Source: an optimization exercise on an open RTL-to-GDS flow (aim: small area). Production flows keep margins and buffers that such runs may drop. Only simulation tests tie the RTL to the original design; equivalence was not proved. No activity file was given, so power comes from the tool's default toggle rates.

Setup of v2:
## regfile_sb
module regfile_sb #(
  parameter int XLEN     = 32,
  parameter int AW       = 5,
  parameter int ZERO_REG = 1
) (
  input  logic            CLK,
  input  logic            RST,
  input  logic [AW-1:0]   rs1,
  input  logic [AW-1:0]   rs2,
  output logic [XLEN-1:0] rs1_value,
  output logic [XLEN-1:0] rs2_value,
  input  logic [AW-1:0]   rd,
  input  logic [XLEN-1:0] indata,
  input  logic            RegWrite,
  input  logic            issue_valid,
  input  logic [AW-1:0]   issue_rd,
  input  logic            issue_wr,
  input  logic            use_rs1,
  input  logic            use_rs2,
  output logic            stall,
  output logic            rs1_busy,
  output logic            rs2_busy,
  output logic [AW:0]     pend_cnt
);
Size: roughly 3800 cells after synthesis, roughly 1100 flip-flops, ~130 I/O pins.
export LEC_CHECK = 0
export CAP_MARGIN = 20
export CORE_MARGIN = 2
export CORE_UTILIZATION = 60
export PLACE_DENSITY = 0.8
export SETUP_SLACK_MARGIN = 0.2
export SLEW_MARGIN = 20
export SYNTH_HIERARCHICAL = 1
create_clock -name core_clock -period 7.0 [get_ports {CLK}]
standard.sh (not shown) runs the stock make flow with config.mk's settings and CLKGATE_MAP_FILE= SYNTH_SCRIPT=/design/flow/synth_recipe.tcl, a recipe that flattens the netlist after the stock synthesis.
==> flow/flow/run.sh <==
#!/bin/bash
# Own layout flow: the standard ORFS flow. Synthesis runs first, alone and
# unchanged (bash standard.sh synth). The layout steps after it then run with
# these settings changed:
#   - CTS: sink clusters of up to 16 on clkbuf_8, and no dummy loads
#   - port buffers use buf_1 (repair_design upsizes where needed)
#   - the _2/_4 XOR/XNOR cells are added to the platform's don't-use list, so
#     repair buffers a heavily loaded XOR instead of upsizing it
# Tool output: ORFS writes each step's log under orfs/logs; make's own output
# goes to flow_synth.log and flow_make.log in this folder.
set -uo pipefail
bash standard.sh synth > flow_synth.log 2>&1 || exit 1
DU="sky130_fd_sc_hd__probe_p_8 sky130_fd_sc_hd__probec_p_8 sky130_fd_sc_hd__lpflow_bleeder_1 sky130_fd_sc_hd__lpflow_clkbufkapwr_1 sky130_fd_sc_hd__lpflow_clkbufkapwr_16 sky130_fd_sc_hd__lpflow_clkbufkapwr_2 sky130_fd_sc_hd__lpflow_clkbufkapwr_4 sky130_fd_sc_hd__lpflow_clkbufkapwr_8 sky130_fd_sc_hd__lpflow_clkinvkapwr_1 sky130_fd_sc_hd__lpflow_clkinvkapwr_16 sky130_fd_sc_hd__lpflow_clkinvkapwr_2 sky130_fd_sc_hd__lpflow_clkinvkapwr_4 sky130_fd_sc_hd__lpflow_clkinvkapwr_8 sky130_fd_sc_hd__lpflow_decapkapwr_12 sky130_fd_sc_hd__lpflow_decapkapwr_3 sky130_fd_sc_hd__lpflow_decapkapwr_4 sky130_fd_sc_hd__lpflow_decapkapwr_6 sky130_fd_sc_hd__lpflow_decapkapwr_8 sky130_fd_sc_hd__lpflow_inputiso0n_1 sky130_fd_sc_hd__lpflow_inputiso0p_1 sky130_fd_sc_hd__lpflow_inputiso1n_1 sky130_fd_sc_hd__lpflow_inputiso1p_1 sky130_fd_sc_hd__lpflow_inputisolatch_1 sky130_fd_sc_hd__lpflow_isobufsrc_1 sky130_fd_sc_hd__lpflow_isobufsrc_16 sky130_fd_sc_hd__lpflow_isobufsrc_2 sky130_fd_sc_hd__lpflow_isobufsrc_4 sky130_fd_sc_hd__lpflow_isobufsrc_8 sky130_fd_sc_hd__lpflow_isobufsrckapwr_16 sky130_fd_sc_hd__lpflow_lsbuf_lh_hl_isowell_tap_1 sky130_fd_sc_hd__lpflow_lsbuf_lh_hl_isowell_tap_2 sky130_fd_sc_hd__lpflow_lsbuf_lh_hl_isowell_tap_4 sky130_fd_sc_hd__lpflow_lsbuf_lh_isowell_4 sky130_fd_sc_hd__lpflow_lsbuf_lh_isowell_tap_1 sky130_fd_sc_hd__lpflow_lsbuf_lh_isowell_tap_2 sky130_fd_sc_hd__lpflow_lsbuf_lh_isowell_tap_4 sky130_fd_sc_hd__xor2_2 sky130_fd_sc_hd__xor2_4 sky130_fd_sc_hd__xnor2_2 sky130_fd_sc_hd__xnor2_4"
bash standard.sh \
  "DONT_USE_CELLS=$DU" \
  "CTS_ARGS=-sink_clustering_enable -repair_clock_nets -dont_use_dummy_load -buf_list sky130_fd_sc_hd__clkbuf_8 -sink_clustering_size 16 -sink_clustering_max_diameter 60" \
  "BUFFER_PORTS_ARGS=-buffer_cell sky130_fd_sc_hd__buf_1" \
  finish > flow_make.log 2>&1
The inputs of v50 differ from those of v2 as listed below.
- clearing PLACE_DENSITY, which used to be 0.8
- swapping 60 for 50 in CORE_UTILIZATION
--- a/flow/flow/run.sh
+++ b/flow/flow/run.sh
@@ -5 +5 @@
-#   - CTS: sink clusters of up to 16 on clkbuf_8, and no dummy loads
+#   - CTS: larger sink clusters on clkbuf_16 and no dummy loads
@@ -16 +16 @@
-  "CTS_ARGS=-sink_clustering_enable -repair_clock_nets -dont_use_dummy_load -buf_list sky130_fd_sc_hd__clkbuf_8 -sink_clustering_size 16 -sink_clustering_max_diameter 60" \
+  "CTS_ARGS=-sink_clustering_enable -repair_clock_nets -dont_use_dummy_load -buf_list sky130_fd_sc_hd__clkbuf_16 -sink_clustering_size 24 -sink_clustering_max_diameter 80" \
[summary]
Total of clock buffers placed in the layout (v50 vs. v2) decreases by more than a quarter
Fraction of area in clock buffers and inverters is higher on v50
Summary of v50 over v2: routed wire length climbed 33000 microns, sequential share of layout area dropped 0.76 points, non-clock buffer count climbed 34, minimum clock period after layout dropped 90 ps.
v50: stage delay of the slowest cell on the critical path is 180 ps lower than what v2 reported.
Compared with v2, v50 shows final critical-path share of the clock period lower by 1.3 points.
Non-clock buffer area fraction after layout: v50 > v2
Changes in v40 relative to v50:
==> flow/flow/run.sh <==
#!/bin/bash
# Own layout flow: the standard ORFS flow (standard synthesis unchanged),
# with two layout settings changed:
#   - CTS: larger sink clusters on clkbuf_16 and no dummy loads
#   - port buffers use buf_1 (repair_design upsizes where needed)
# Each tool's output goes to the ORFS logs under orfs/logs; make's own
# output goes to flow_make.log in this folder.
set -uo pipefail
bash standard.sh \
  "CTS_ARGS=-sink_clustering_enable -repair_clock_nets -dont_use_dummy_load -buf_list sky130_fd_sc_hd__clkbuf_16 -sink_clustering_size 24 -sink_clustering_max_diameter 80" \
  "BUFFER_PORTS_ARGS=-buffer_cell sky130_fd_sc_hd__buf_1" \
  finish > flow_make.log 2>&1
[summary]
Diff v50 -> v40: global placement routability congestion lost about 2.6%; number of clock buffers in the layout picked up an extra 1.
v40: diode insertion count for antenna repair 2 above v50
Non-clock buffer count went down by a few percent going from v50 to v40.
Global-route wire length before repair, v40 vs v50: down slightly
Compared with v50, v40 shows a lower number of fillers in the final layout.
Compared with v50, number of non-filler instances in the completed layout in v40 decreased slightly.
Delta(hold slack, v40 - v50) < 0
On combinational power, v40 and v50 are neck and neck.
| fraction of standard cell area in multi-input logic | lower: v50 |
Cmp v40 vs v50: biggest fanout along the worst timing path lower in v40

========
run A:
Another version of the RTL of regfile_sb (not shown whole).
Size: ~2600 cells after synthesis, ~130 I/O pins, about 43000 µm² of cells after synthesis.
==> flow/design.v (excerpt) <==
module regfile_sb #(
  parameter int XLEN     = 32,
  parameter int AW       = 5,
  parameter int ZERO_REG = 1
) (
  input  logic            CLK,
  input  logic            RST,
  input  logic [AW-1:0]   rs1,
  input  logic [AW-1:0]   rs2,
  output logic [XLEN-1:0] rs1_value,
  output logic [XLEN-1:0] rs2_value,
  input  logic [AW-1:0]   rd,
  input  logic [XLEN-1:0] indata,
  input  logic            RegWrite,
  input  logic            issue_valid,
  input  logic [AW-1:0]   issue_rd,
  input  logic            issue_wr,
  input  logic            use_rs1,
  input  logic            use_rs2,
  output logic            stall,
  output logic            rs1_busy,
  output logic            rs2_busy,
  output logic [AW:0]     pend_cnt
);
Settings: LEC_CHECK=0, CAP_MARGIN=20, CORE_MARGIN=2, CORE_UTILIZATION=50, CTS_BUF_LIST=sky130_fd_sc_hd__clkbuf_16, CTS_CLUSTER_DIAMETER=80, CTS_CLUSTER_SIZE=24, SETUP_SLACK_MARGIN=0.3, SLEW_MARGIN=20, SYNTH_HIERARCHICAL=1; clock period 7.0 ns.
run.sh (not shown) runs the stock make flow with config.mk's settings and CLKGATE_MAP_FILE= SYNTH_SCRIPT=/design/flow/synth_recipe.tcl, a recipe that flattens the netlist after the stock synthesis.
Stock flow here: none of the scripts above is used.
Run A: full flow OK, the timing, DRC and antenna checks passed
#### Input delta (run B over run A)
- a deleted CTS_BUF_LIST that had been sky130_fd_sc_hd__clkbuf_16
- a change of SETUP_SLACK_MARGIN from 0.3 to 0.0
- a deleted CTS_CLUSTER_SIZE that had been 24
- a deleted CTS_CLUSTER_DIAMETER that had been 80
==> flow/flow/run.sh (new file) <==
#!/bin/bash
# Own layout flow: the standard ORFS flow (standard synthesis unchanged),
# with three layout settings changed:
#   - CTS: larger sink clusters on clkbuf_16 and no dummy loads
#   - port buffers use buf_1 (repair_design upsizes where needed)
#   - power recovery (downsizing of non-critical cells) after global route
# Each tool's output goes to the ORFS logs under orfs/logs; make's own
# output goes to flow_make.log in this folder.
set -uo pipefail
bash standard.sh \
  "CTS_ARGS=-sink_clustering_enable -repair_clock_nets -dont_use_dummy_load -buf_list sky130_fd_sc_hd__clkbuf_16 -sink_clustering_size 24 -sink_clustering_max_diameter 80" \
  "BUFFER_PORTS_ARGS=-buffer_cell sky130_fd_sc_hd__buf_1" \
  RECOVER_POWER=100 \
  finish > flow_make.log 2>&1
==> flow/standard.sh (new file) <==
#!/bin/bash
# synth_recipe.tcl (not shown) runs the flow's synth.tcl, then flattens the netlist and writes it again
# the make line also repeats each setting of config.mk as NAME=value (left out here)
make -C /OpenROAD-flow-scripts/flow DESIGN_CONFIG=/design/flow/config.mk WORK_HOME=/design/flow/orfs CLKGATE_MAP_FILE= SYNTH_SCRIPT=/design/flow/synth_recipe.tcl "${@:-finish}"
removed: flow/run.sh
==> comparison <==
Finished, but not clean: run B, with max-capacitance violations, max-slew violations. [compare] base=run A new=run B: wire length now larger, filler-free cell count of the finished design now smaller, share of cell area taken by flip-flops and latches now larger. First-pass GRT wire length, run A and run B: higher on run B. Between run A and run B, the maximum frequency is lower for run A. Comparing run A against run B, there is no change at all in die area.
What run C does differently from run B at the input level:
-- flow/flow/run.sh --
<<< run B, line 3
# with three layout settings changed:
>>> run C, line 3
# with two layout settings changed:
<<< run B, line 6
#   - power recovery (downsizing of non-critical cells) after global route
>>> run C, line 6
<<< run B, line 13
  RECOVER_POWER=100 \
>>> run C, line 12
[summary]
- Run C ended with less final-layout fill cell count than run B.
- Run C | stages: all done | timing, DRC, antenna: all pass
- Run C against run B: number of standard cells in the layout, taps in and fillers out neither gained nor lost much; core occupancy in the finished layout higher.

## afterwards: timing with drivers on the ports
No port has a modelled driver above. Below, the same layouts with a new extraction and two added sets of constraints.
Step 1 assumes that a clkbuf_16 drives the clock port and a buf_2 every other input.
Step 2, shift: input delay + t, output delay - t, t = (earliest + latest rising clock arrival at the registers) / 2. This alone moves slack from input paths to output paths.
Three values: no drivers, after step 1, after step 2; two values: the first two.
| run | t (ns) | setup WS [ns] | worst hold slack (ns) | worst data-port slew with drivers (ns) | cell pins on the clock port's net |
|---|---|---|---|---|---|
| v2 | 0.760 | 0.223 / 0.190 / 0.190 | 0.477 / 0.477 / 0.477 | 0.04 | 1 |
| v50 | 0.715 | 0.313 / 0.276 / 0.276 | 0.481 / 0.481 / 0.481 | 0.11 | 1 |
| v40 | 0.718 | 0.220 / 0.186 / 0.186 | 0.478 / 0.478 / 0.478 | 0.06 | 1 |
| run A | 0.717 | 0.297 / 0.250 / 0.250 | 0.472 / 0.472 / 0.472 | 0.08 | 1 |
| run B | 0.697 | 0.417 / 0.385 / 0.385 | 0.469 / 0.469 / 0.469 | 0.06 | 1 |
| run C | 0.695 | 0.556 / 0.530 / 0.530 | 0.468 / 0.468 / 0.468 | 0.05 | 1 |
For run A, which loses most, drivers alone change the setup slack by -0.047 ns; drivers and shift together by -0.047 ns.
